From an optimization exercise on the open Yosys and OpenROAD flow, aimed at small area, a short achievable clock period and few clock cycles per item; shortcuts taken in it are not production practice.
RTL that was checked went through simulation tests only; none was proved equivalent to the original.
No driver is modelled on the clock port, so clock power and skew are understated where the tree is cut down; a real chip needs a root buffer or a tree.

== nickel ==
==> flow/design.v (excerpt) <==
module poly_basemul_ctrl
#(
  parameter int unsigned N_PAIRS = KYBER_N_PAIRS,
  parameter int unsigned ADDR_W  = PAIR_ADDR_W
) (
  input  logic              clk,
  input  logic              rst,
  input  logic              start,
  input  logic              acc_en,
  output logic              busy,
  output logic              done,
  output logic [ADDR_W-1:0] rd_addr,
  output logic              rd_en,
  input  logic [23:0]       a_rdata,
  input  logic [23:0]       b_rdata,
  input  logic [11:0]       g_rdata,
  input  logic [23:0]       c_rdata,
  output logic              wr_en,
  output logic [ADDR_W-1:0] wr_addr,
  output logic [23:0]       wr_data
);
Size in the first run: ~3000 cells after synthesis, ~130 I/O pins, roughly 0.031 mm^2 of cells after synthesis.
clock: 52.0 ns
lec_check: 0
cap_margin: 20
core_margin: 2
core_utilization: 40
cts_buf_list: sky130_fd_sc_hd__clkbuf_16
cts_cluster_diameter: 100
cts_cluster_size: 30
slew_margin: 20
standard.sh (not shown) runs the stock make flow with config.mk's settings and CLKGATE_MAP_FILE= SYNTH_SCRIPT=/design/flow/synth_recipe.tcl, a recipe that flattens the netlist after the stock synthesis.
==> flow/flow/run.sh <==
#!/bin/bash
# Own layout flow: the standard layout with two changes.
# 1. Yosys's synth command runs without its internal "abc -fast" pass, so that the
#    explicit full-adder trees of the RTL reach extract_fa unchanged (fewer inverters
#    around the adder cells). Registers, their names and cell types are unchanged.
# 2. The port buffers that global placement inserts are buf_1 cells instead of the
#    default delay buffers; after the placement resizer, flow/upsize_outputs.tcl gives
#    the output ports buf_2 buffers and their flip-flops drive strength 4.
set -euo pipefail
W=$(pwd)
sed 's/yosys synth -nofsm -noshare /yosys synth -nofsm -noshare -noabc /' synth_recipe.tcl > own_synth.tcl
grep -q -- '-noabc' own_synth.tcl
sed "s|SYNTH_SCRIPT=[^ ]*synth_recipe.tcl|SYNTH_SCRIPT=$W/own_synth.tcl|" standard.sh > own_standard.sh
grep -q 'own_synth.tcl' own_standard.sh
bash own_standard.sh "BUFFER_PORTS_ARGS=-buffer_cell sky130_fd_sc_hd__buf_1" "POST_RESIZE_TCL=$W/flow/upsize_outputs.tcl" finish > own_flow.log 2>&1
==> flow/flow/upsize_outputs.tcl <==
# Hook run after the placement resizer (POST_RESIZE_TCL): each output port's buffer
# becomes buf_2, and the flip-flop that drives that buffer gets a stronger drive
# (same function, drive strength 4), so the output paths settle sooner.
set block [ord::get_db_block]
set n 0
foreach bterm [$block getBTerms] {
  if {[$bterm getIoType] != "OUTPUT"} { continue }
  set net [$bterm getNet]
  if {$net == "NULL"} { continue }
  foreach it [$net getITerms] {
    if {![$it isOutputSignal]} { continue }
    set buf [$it getInst]
    set bm [[$buf getMaster] getName]
    if {[regexp {^sky130_fd_sc_hd__buf_1$} $bm]} {
      replace_cell [$buf getName] sky130_fd_sc_hd__buf_2
      incr n
    }
    set a [$buf findITerm A]
    if {$a == "NULL"} { continue }
    set inet [$a getNet]
    if {$inet == "NULL"} { continue }
    foreach it2 [$inet getITerms] {
      if {![$it2 isOutputSignal]} { continue }
      set ff [$it2 getInst]
      set fm [[$ff getMaster] getName]
      if {[regexp {^(sky130_fd_sc_hd__(dfrtp|dfxtp|dfstp))_[12]$} $fm -> base]} {
        replace_cell [$ff getName] ${base}_4
        incr n
      }
    }
  }
}
puts "upsize_outputs: replaced $n cells"
Having completed the whole flow, nickel delivered a layout that passed the timing, DRC and antenna checks.
Testbench counts of nickel, summed over its fixed seeds: cycles 6,480, jobs 48.
### nickel -> juniper
diff --git a/flow/flow/run.sh b/flow/flow/run.sh
--- a/flow/flow/run.sh
+++ b/flow/flow/run.sh
@@ -6,4 +6,3 @@
 # 2. The port buffers that global placement inserts are buf_1 cells instead of the
-#    default delay buffers; after the placement resizer, flow/upsize_outputs.tcl gives
-#    the output ports buf_2 buffers and their flip-flops drive strength 4.
+#    default delay buffers.
 set -euo pipefail
@@ -14,2 +13,2 @@
 grep -q 'own_synth.tcl' own_standard.sh
-bash own_standard.sh "BUFFER_PORTS_ARGS=-buffer_cell sky130_fd_sc_hd__buf_1" "POST_RESIZE_TCL=$W/flow/upsize_outputs.tcl" finish > own_flow.log 2>&1
+bash own_standard.sh "BUFFER_PORTS_ARGS=-buffer_cell sky130_fd_sc_hd__buf_1" finish > own_flow.log 2>&1
removed: flow/flow/upsize_outputs.tcl
## What came out
sky130_fd_sc_hd__dfrtp_1 as the critical path's slowest cell was reported by juniper, and sky130_fd_sc_hd__dfrtp_4 by nickel. Number of buffer and inverter instances along the worst setup path came out exactly the same in nickel and juniper. Diff nickel -> juniper: final-layout clock buffer total held steady, cell area shrank by about 0.65%, least setup slack across all paths after layout shrank by 0.047 ns, met3 routing resource usage after global routing grew by 0.27 points, final-layout worst hold slack grew by 0.018 ns. nickel -> juniper: aggregate routed wire length flat. Compared with nickel, juniper shows post-layout utilization of the core lower by 0.29 points. Compared with nickel, juniper degrades minimum period implied by the final worst setup slack. juniper: pin slew with the least headroom to its limit is 0.038 ns lower than what nickel reported.
## Diff of input files: ember against juniper
- CTS_BUF_LIST: sky130_fd_sc_hd__clkbuf_16 -> sky130_fd_sc_hd__clkbuf_4 sky130_fd_sc_hd__clkbuf_8
- CTS_CLUSTER_DIAMETER: 100 -> unset
- CTS_CLUSTER_SIZE: 30 -> unset
==> summary.txt <==
ember: PASS, flow complete, no timing, DRC or antenna violations. Cmp juniper and ember / fraction of final layout cells sized beyond drive strength 1 / lower: juniper. From juniper to ember, xor/xnor cell area share of the yosys netlist did not move at all. Between juniper and ember, global-route wire length before repair is lower for juniper, ember comes in above that. Looking at setup slack across juniper and ember, the one that comes out lower is ember. [ember] total routing resource utilization after global routing rose 0.28 points relative to juniper. The higher post-route worst hold slack of juniper and ember is in juniper. The post-route cell area in ember sits 380 um^2 above the value recorded for juniper.

========
poly_basemul_ctrl, a different RTL version from the one above (not shown whole).
Size in the first run: ~3100 cells after synthesis, roughly 240 flip-flops.
Settings: LEC_CHECK=0, CAP_MARGIN=20, CORE_MARGIN=2, CORE_UTILIZATION=40, SLEW_MARGIN=20; clock period 52.0 ns.
==> flow/flow/run.sh <==
#!/bin/bash
# Own layout flow: the standard layout, except that Yosys's synth command runs
# without its internal "abc -fast" pass, so that the explicit full-adder trees of the
# RTL reach extract_fa unchanged (fewer inverters around the adder cells). The
# registers, their names and cell types are those of the standard synthesis.
set -euo pipefail
W=$(pwd)
sed 's/yosys synth -nofsm -noshare /yosys synth -nofsm -noshare -noabc /' synth_recipe.tcl > own_synth.tcl
grep -q -- '-noabc' own_synth.tcl
sed "s|SYNTH_SCRIPT=[^ ]*synth_recipe.tcl|SYNTH_SCRIPT=$W/own_synth.tcl|" standard.sh > own_standard.sh
grep -q 'own_synth.tcl' own_standard.sh
bash own_standard.sh > own_flow.log 2>&1
The starting point produced a clean layout.
Change:
==> flow/run.sh (new file) <==
#!/bin/bash
# synth_recipe.tcl (not shown) runs the flow's synth.tcl, then flattens the netlist and writes it again
# the make line also repeats each setting of config.mk as NAME=value (left out here)
make -C /OpenROAD-flow-scripts/flow DESIGN_CONFIG=/design/flow/config.mk WORK_HOME=/design/flow/orfs CLKGATE_MAP_FILE= SYNTH_SCRIPT=/design/flow/synth_recipe.tcl finish
removed: flow/flow/run.sh
removed: flow/standard.sh
After rerunning:
- die area goes up by a little under a tenth
- cell area rose by a little under a tenth
- global-route usage came out lower by 0.30 points
No functional check of the RTL was part of any run of this note.

========
## red
Another version of the RTL of poly_basemul_ctrl (not shown whole).
For scale: roughly 240 flip-flops, about 30000 sq um of cells after synthesis.
==> flow/config.mk <==
export PLATFORM = sky130hd
export DESIGN_NAME = poly_basemul_ctrl
export DESIGN_NICKNAME = poly_basemul_ctrl
export VERILOG_FILES = /design/flow/design.v
export SDC_FILE = /design/flow/constraint.sdc
export NUM_CORES = 4
export LEC_CHECK = 0
export CAP_MARGIN = 0
export CORE_MARGIN = 2
export CORE_UTILIZATION = 40
export SLEW_MARGIN = 0
==> flow/constraint.sdc <==
create_clock -name core_clock -period 52.0 [get_ports {clk}]
set_input_delay 10.4000 -clock core_clock [delete_from_list [all_inputs] [get_ports {clk}]]
set_output_delay 10.4000 -clock core_clock [all_outputs]
set_load 0.01 [all_outputs]
==> flow/flow/run.sh <==
#!/bin/bash
# Own layout flow: the standard layout with three changes.
# 1. Yosys's synth command runs without its internal "abc -fast" pass, so that the
#    explicit full-adder trees of the RTL reach extract_fa unchanged (fewer inverters
#    around the adder cells). Registers, their names and cell types are unchanged.
# 2. The port buffers that global placement inserts are buf_1 cells instead of the
#    default delay buffers; after the placement resizer, flow/upsize_outputs.tcl makes
#    the output ports' buffers buf_2 (and the address counter flip-flops drive 2).
# 3. The clock tree is flow/manual_cts.tcl's balanced two-level tree (sourced before
#    CTS, in place of TritonCTS), which is shallower than TritonCTS's three levels.
set -euo pipefail
W=$(pwd)
sed 's/yosys synth -nofsm -noshare /yosys synth -nofsm -noshare -noabc /' synth_recipe.tcl > own_synth.tcl
grep -q -- '-noabc' own_synth.tcl
sed "s|SYNTH_SCRIPT=[^ ]*synth_recipe.tcl|SYNTH_SCRIPT=$W/own_synth.tcl|" standard.sh > own_standard.sh
grep -q 'own_synth.tcl' own_standard.sh
bash own_standard.sh "BUFFER_PORTS_ARGS=-buffer_cell sky130_fd_sc_hd__buf_1" "POST_RESIZE_TCL=$W/flow/upsize_outputs.tcl" "PRE_CTS_TCL=$W/flow/manual_cts.tcl" finish > own_flow.log 2>&1
Other scripts of this flow, unchanged in this note and not shown: flow/flow/manual_cts.tcl, flow/flow/upsize_outputs.tcl
Testbench counts of red, summed over its fixed seeds: cycles 6,432, jobs 48.
## Diff of input files: blue against red
# red
export LEC_CHECK = 0
export CAP_MARGIN = 0
export CORE_MARGIN = 2
export CORE_UTILIZATION = 40
export SLEW_MARGIN = 0
create_clock -name core_clock -period 52.0 [get_ports {clk}]
# blue
export LEC_CHECK = 0
export CAP_MARGIN = 20
export CORE_MARGIN = 2
export CORE_UTILIZATION = 40
export GPL_TIMING_DRIVEN = 0
export SLEW_MARGIN = 20
create_clock -name core_clock -period 52.0 [get_ports {clk}]
### Flow results
- Delta (blue minus red): number of cells on the critical path climbed 32, die width held.
- Diff red -> blue: via count climbed about 0.3%.
No run of this note takes its clock network from TritonCTS; it comes from the design's own scripts or RTL.

========
poly_basemul_ctrl, a different RTL version from the one above (not shown whole).
Size: about 2700 cells after synthesis, about 240 flip-flops, roughly 130 I/O pins, roughly 30000 um^2 of cells after synthesis.
Settings: LEC_CHECK=0, CAP_MARGIN=20, CORE_MARGIN=2, CORE_UTILIZATION=40, SLEW_MARGIN=20; clock period 52.0 ns.
==> flow/flow/run.sh <==
#!/bin/bash
# Own layout flow: the standard layout with three changes.
# 1. Yosys's synth command runs without its internal "abc -fast" pass, so that the
#    explicit full-adder trees of the RTL reach extract_fa unchanged (fewer inverters
#    around the adder cells). Registers, their names and cell types are unchanged.
# 2. The port buffers that global placement inserts are buf_1 cells instead of the
#    default delay buffers; after the placement resizer, flow/upsize_outputs.tcl makes
#    the output ports' buffers buf_2.
# 3. The clock tree is flow/manual_cts.tcl's balanced two-level tree (sourced before
#    CTS, in place of TritonCTS), which is shallower than TritonCTS's three levels.
set -euo pipefail
W=$(pwd)
sed 's/yosys synth -nofsm -noshare /yosys synth -nofsm -noshare -noabc /' synth_recipe.tcl > own_synth.tcl
grep -q -- '-noabc' own_synth.tcl
sed "s|SYNTH_SCRIPT=[^ ]*synth_recipe.tcl|SYNTH_SCRIPT=$W/own_synth.tcl|" standard.sh > own_standard.sh
grep -q 'own_synth.tcl' own_standard.sh
bash own_standard.sh "BUFFER_PORTS_ARGS=-buffer_cell sky130_fd_sc_hd__buf_1" "POST_RESIZE_TCL=$W/flow/upsize_outputs.tcl" "PRE_CTS_TCL=$W/flow/manual_cts.tcl" finish > own_flow.log 2>&1
==> flow/flow/upsize_outputs.tcl <==
# Hook run after the placement resizer (POST_RESIZE_TCL): each output port's buffer
# becomes buf_2 (the flip-flops that drive them keep their drive strength: at this
# light load a stronger flip-flop is slower).
set block [ord::get_db_block]
set n 0
foreach bterm [$block getBTerms] {
  if {[$bterm getIoType] != "OUTPUT"} { continue }
  set net [$bterm getNet]
  if {$net == "NULL"} { continue }
  foreach it [$net getITerms] {
    if {![$it isOutputSignal]} { continue }
    set buf [$it getInst]
    if {[[$buf getMaster] getName] == "sky130_fd_sc_hd__buf_1"} {
      replace_cell [$buf getName] sky130_fd_sc_hd__buf_2
      incr n
    }
  }
}
puts "upsize_outputs: replaced $n cells"
Other scripts of this flow, unchanged in this note and not shown: flow/flow/manual_cts.tcl
Testbench counts at the start, summed over its fixed seeds: cycles 6,480, jobs 48.
Then changed:
--- a/flow/flow/run.sh
+++ b/flow/flow/run.sh
@@ -5,6 +5,6 @@
 #    around the adder cells). Registers, their names and cell types are unchanged.
 # 2. The port buffers that global placement inserts are buf_1 cells instead of the
-#    default delay buffers; after the placement resizer, flow/upsize_outputs.tcl makes
-#    the output ports' buffers buf_2.
+#    default delay buffers; after the placement resizer, flow/upsize_outputs.tcl gives
+#    the output ports buf_2 buffers and their flip-flops drive strength 4.
 # 3. The clock tree is flow/manual_cts.tcl's balanced two-level tree (sourced before
 #    CTS, in place of TritonCTS), which is shallower than TritonCTS's three levels.
==> flow/flow/upsize_outputs.tcl (replaced) <==
# Hook run after the placement resizer (POST_RESIZE_TCL): each output port's buffer
# becomes buf_2, and the flip-flop with asynchronous reset that drives that buffer gets a stronger drive
# (same function, drive strength 4), so the output paths settle sooner.
set block [ord::get_db_block]
set n 0
foreach bterm [$block getBTerms] {
  if {[$bterm getIoType] != "OUTPUT"} { continue }
  set net [$bterm getNet]
  if {$net == "NULL"} { continue }
  foreach it [$net getITerms] {
    if {![$it isOutputSignal]} { continue }
    set buf [$it getInst]
    set bm [[$buf getMaster] getName]
    if {[regexp {^sky130_fd_sc_hd__buf_1$} $bm]} {
      replace_cell [$buf getName] sky130_fd_sc_hd__buf_2
      incr n
    }
    set a [$buf findITerm A]
    if {$a == "NULL"} { continue }
    set inet [$a getNet]
    if {$inet == "NULL"} { continue }
    foreach it2 [$inet getITerms] {
      if {![$it2 isOutputSignal]} { continue }
      set ff [$it2 getInst]
      set fm [[$ff getMaster] getName]
      if {[regexp {^(sky130_fd_sc_hd__(dfrtp|dfstp))_[12]$} $fm -> base]} {
        replace_cell [$ff getName] ${base}_4
        incr n
      }
    }
  }
}
puts "upsize_outputs: replaced $n cells"
--- a/flow/config.mk
+++ b/flow/config.mk
@@ -8,4 +8,4 @@
 export CAP_MARGIN = 20
 export CORE_MARGIN = 2
-export CORE_UTILIZATION = 40
+export CORE_UTILIZATION = 55
 export SLEW_MARGIN = 20
What happened:
- design area is lower by 0.83%
- first-iteration DRC count is lower by 18%
- via count barely changes
- synthesized area stays the same
- core utilization is higher by 15 points
- setup slack is worse by 0.016 ns
- flip-flop and latch count does not change
- critical path depth does not change
- die area is lower by 27%
- wire length is lower by 1.1%
In every run of this note, the design's own scripts or RTL, not TritonCTS, make the clock network.

========
== job 101 ==
poly_basemul_ctrl again, from the RTL that the note above started with.
==> flow/config.mk <==
export PLATFORM = sky130hd
export DESIGN_NAME = poly_basemul_ctrl
export DESIGN_NICKNAME = poly_basemul_ctrl
export VERILOG_FILES = /design/flow/design.v
export SDC_FILE = /design/flow/constraint.sdc
export NUM_CORES = 4
export LEC_CHECK = 0
export CAP_MARGIN = 20
export CORE_MARGIN = 2
export CORE_UTILIZATION = 40
export SLEW_MARGIN = 20
==> flow/constraint.sdc <==
create_clock -name core_clock -period 52.0 [get_ports {clk}]
set_input_delay 10.4000 -clock core_clock [delete_from_list [all_inputs] [get_ports {clk}]]
set_output_delay 10.4000 -clock core_clock [all_outputs]
set_load 0.01 [all_outputs]
==> flow/flow/run.sh <==
#!/bin/bash
# Own layout flow: the standard layout with three changes.
# 1. Yosys's synth command runs without its internal "abc -fast" pass, so that the
#    explicit full-adder trees of the RTL reach extract_fa unchanged (fewer inverters
#    around the adder cells). Registers, their names and cell types are unchanged.
# 2. The port buffers that global placement inserts are buf_1 cells instead of the
#    default delay buffers; after the placement resizer, flow/upsize_outputs.tcl gives
#    the output ports buf_2 buffers and their flip-flops drive strength 4.
# 3. The clock tree is flow/manual_cts.tcl's balanced two-level tree (sourced before
#    CTS, in place of TritonCTS), which is shallower than TritonCTS's three levels.
set -euo pipefail
W=$(pwd)
sed 's/yosys synth -nofsm -noshare /yosys synth -nofsm -noshare -noabc /' synth_recipe.tcl > own_synth.tcl
grep -q -- '-noabc' own_synth.tcl
sed "s|SYNTH_SCRIPT=[^ ]*synth_recipe.tcl|SYNTH_SCRIPT=$W/own_synth.tcl|" standard.sh > own_standard.sh
grep -q 'own_synth.tcl' own_standard.sh
bash own_standard.sh "BUFFER_PORTS_ARGS=-buffer_cell sky130_fd_sc_hd__buf_1" "POST_RESIZE_TCL=$W/flow/upsize_outputs.tcl" "PRE_CTS_TCL=$W/flow/manual_cts.tcl" finish > own_flow.log 2>&1
==> flow/flow/upsize_outputs.tcl <==
# Hook run after the placement resizer (POST_RESIZE_TCL): each output port's buffer
# becomes buf_2, and the flip-flop with asynchronous reset that drives that buffer gets a stronger drive
# (same function, drive strength 4), so the output paths settle sooner.
set block [ord::get_db_block]
set n 0
foreach bterm [$block getBTerms] {
  if {[$bterm getIoType] != "OUTPUT"} { continue }
  set net [$bterm getNet]
  if {$net == "NULL"} { continue }
  foreach it [$net getITerms] {
    if {![$it isOutputSignal]} { continue }
    set buf [$it getInst]
    set bm [[$buf getMaster] getName]
    if {[regexp {^sky130_fd_sc_hd__buf_1$} $bm]} {
      replace_cell [$buf getName] sky130_fd_sc_hd__buf_2
      incr n
    }
    set a [$buf findITerm A]
    if {$a == "NULL"} { continue }
    set inet [$a getNet]
    if {$inet == "NULL"} { continue }
    foreach it2 [$inet getITerms] {
      if {![$it2 isOutputSignal]} { continue }
      set ff [$it2 getInst]
      set fm [[$ff getMaster] getName]
      if {[regexp {^(sky130_fd_sc_hd__(dfrtp|dfstp))_[12]$} $fm -> base]} {
        replace_cell [$ff getName] ${base}_4
        incr n
      }
    }
  }
}
puts "upsize_outputs: replaced $n cells"
Other scripts of this flow, unchanged in this note and not shown: flow/flow/manual_cts.tcl
Testbench counts of job 101, summed over its fixed seeds: cycles 6,480, jobs 48.
Here is what was changed in the inputs of job 102 compared with job 101.
-- flow/flow/run.sh --
<<< job 101, line 6
# 2. The port buffers that global placement inserts are buf_1 cells instead of the
#    default delay buffers; after the placement resizer, flow/upsize_outputs.tcl gives
#    the output ports buf_2 buffers and their flip-flops drive strength 4.
# 3. The clock tree is flow/manual_cts.tcl's balanced two-level tree (sourced before
>>> job 102, line 6
# 2. The port buffers that global placement inserts are buf_1 cells instead of the
#    default delay buffers; after the placement resizer, flow/upsize_outputs.tcl makes
#    the output ports' buffers buf_2 (and the address counter flip-flops drive 2).
# 3. The clock tree is flow/manual_cts.tcl's balanced two-level tree (sourced before
==> flow/flow/upsize_outputs.tcl <==
# Hook run after the placement resizer (POST_RESIZE_TCL): each output port's buffer
# becomes buf_2, and a flip-flop without reset that drives such a buffer and also
# other logic (the address counters) gets drive strength 2. Flip-flops with reset keep
# their drive strength: at these light loads a stronger one is slower.
set block [ord::get_db_block]
set n 0
foreach bterm [$block getBTerms] {
  if {[$bterm getIoType] != "OUTPUT"} { continue }
  set net [$bterm getNet]
  if {$net == "NULL"} { continue }
  foreach it [$net getITerms] {
    if {![$it isOutputSignal]} { continue }
    set buf [$it getInst]
    if {[[$buf getMaster] getName] != "sky130_fd_sc_hd__buf_1"} { continue }
    replace_cell [$buf getName] sky130_fd_sc_hd__buf_2
    incr n
    set inet [[$buf findITerm A] getNet]
    if {$inet == "NULL"} { continue }
    set loads [expr {[llength [$inet getITerms]] - 1}]
    foreach it2 [$inet getITerms] {
      if {![$it2 isOutputSignal]} { continue }
      set ff [$it2 getInst]
      if {$loads > 1 && [[$ff getMaster] getName] == "sky130_fd_sc_hd__dfxtp_1"} {
        replace_cell [$ff getName] sky130_fd_sc_hd__dfxtp_2
        incr n
      }
    }
  }
}
puts "upsize_outputs: replaced $n cells"
[summary]
Job 102 finished end to end and its layout was clean on timing, DRC and antenna. Between job 102 and job 101, the difference in total non-filler cell area in the finished layout is negligible. Changes observed in job 102 relative to job 101: detailed route wirelength on metal3 up about 3%; final-layout fill cell count flat; fmax up 0.58 MHz; global-route met3 utilization up 0.44 points. Between job 102 and job 101, it is job 102 whose worst slack at placement is higher, by 0.081 ns. Job 102 vs. job 101: global-route usage went up by 0.15 points. Job 102 vs. job 101: wire length reported by the detailed router saw little to no change, sum of routed wire segments on met1 saw little to no change.
No run of this note takes its clock network from TritonCTS; it comes from the design's own scripts or RTL.

==> what the ideal ports hide <==
The flow's constraints put no driver on any port. The routed layouts listed below were extracted and timed again, unchanged, in two steps.
Step 1 assumes that a clkbuf_16 drives the clock port and a buf_2 every other input.
Step 2 also shifts input and output timing later by t, the mid clock arrival at the registers, as if the neighbouring blocks saw the same clock.
a / b / c = no drivers / after step 1 / after step 2; a / b = the first two.
run	t, ns	setup WS [ns]	hold WS [ns]	cell pins on the clock port's net
nickel	0.617	40.326 / 40.265 / 40.718	0.314 / 0.314 / 0.314	1
juniper	0.615	40.279 / 40.216 / 40.735	0.332 / 0.332 / 0.332	1
ember	0.706	40.218 / 40.159 / 40.714	0.327 / 0.327 / 0.327	1
the first run of note 2	0.655	39.848 / 39.784 / 40.292	0.324 / 0.324 / 0.324	1
the second run of note 2	0.673	39.863 / 39.797 / 40.236	0.323 / 0.323 / 0.323	1
red	0.451	40.738 / 40.596 / 40.714	0.325 / 0.325 / 0.325	4
blue	0.467	40.500 / 40.499 / 40.499	0.330 / 0.330 / 0.330	4
the first run of note 4	0.462	40.684 / 40.537 / 40.998	0.326 / 0.326 / 0.326	4
the second run of note 4	0.436	40.668 / 40.547 / 40.984	0.305 / 0.305 / 0.305	4
job 101	0.462	40.665 / 40.521 / 40.982	0.319 / 0.319 / 0.319	4
job 102	0.468	40.739 / 40.591 / 41.059	0.321 / 0.321 / 0.321	4
After both steps setup and hold are still met in every run listed. For red, which loses most, drivers alone change the setup slack by -0.142 ns; drivers and shift together by -0.024 ns.
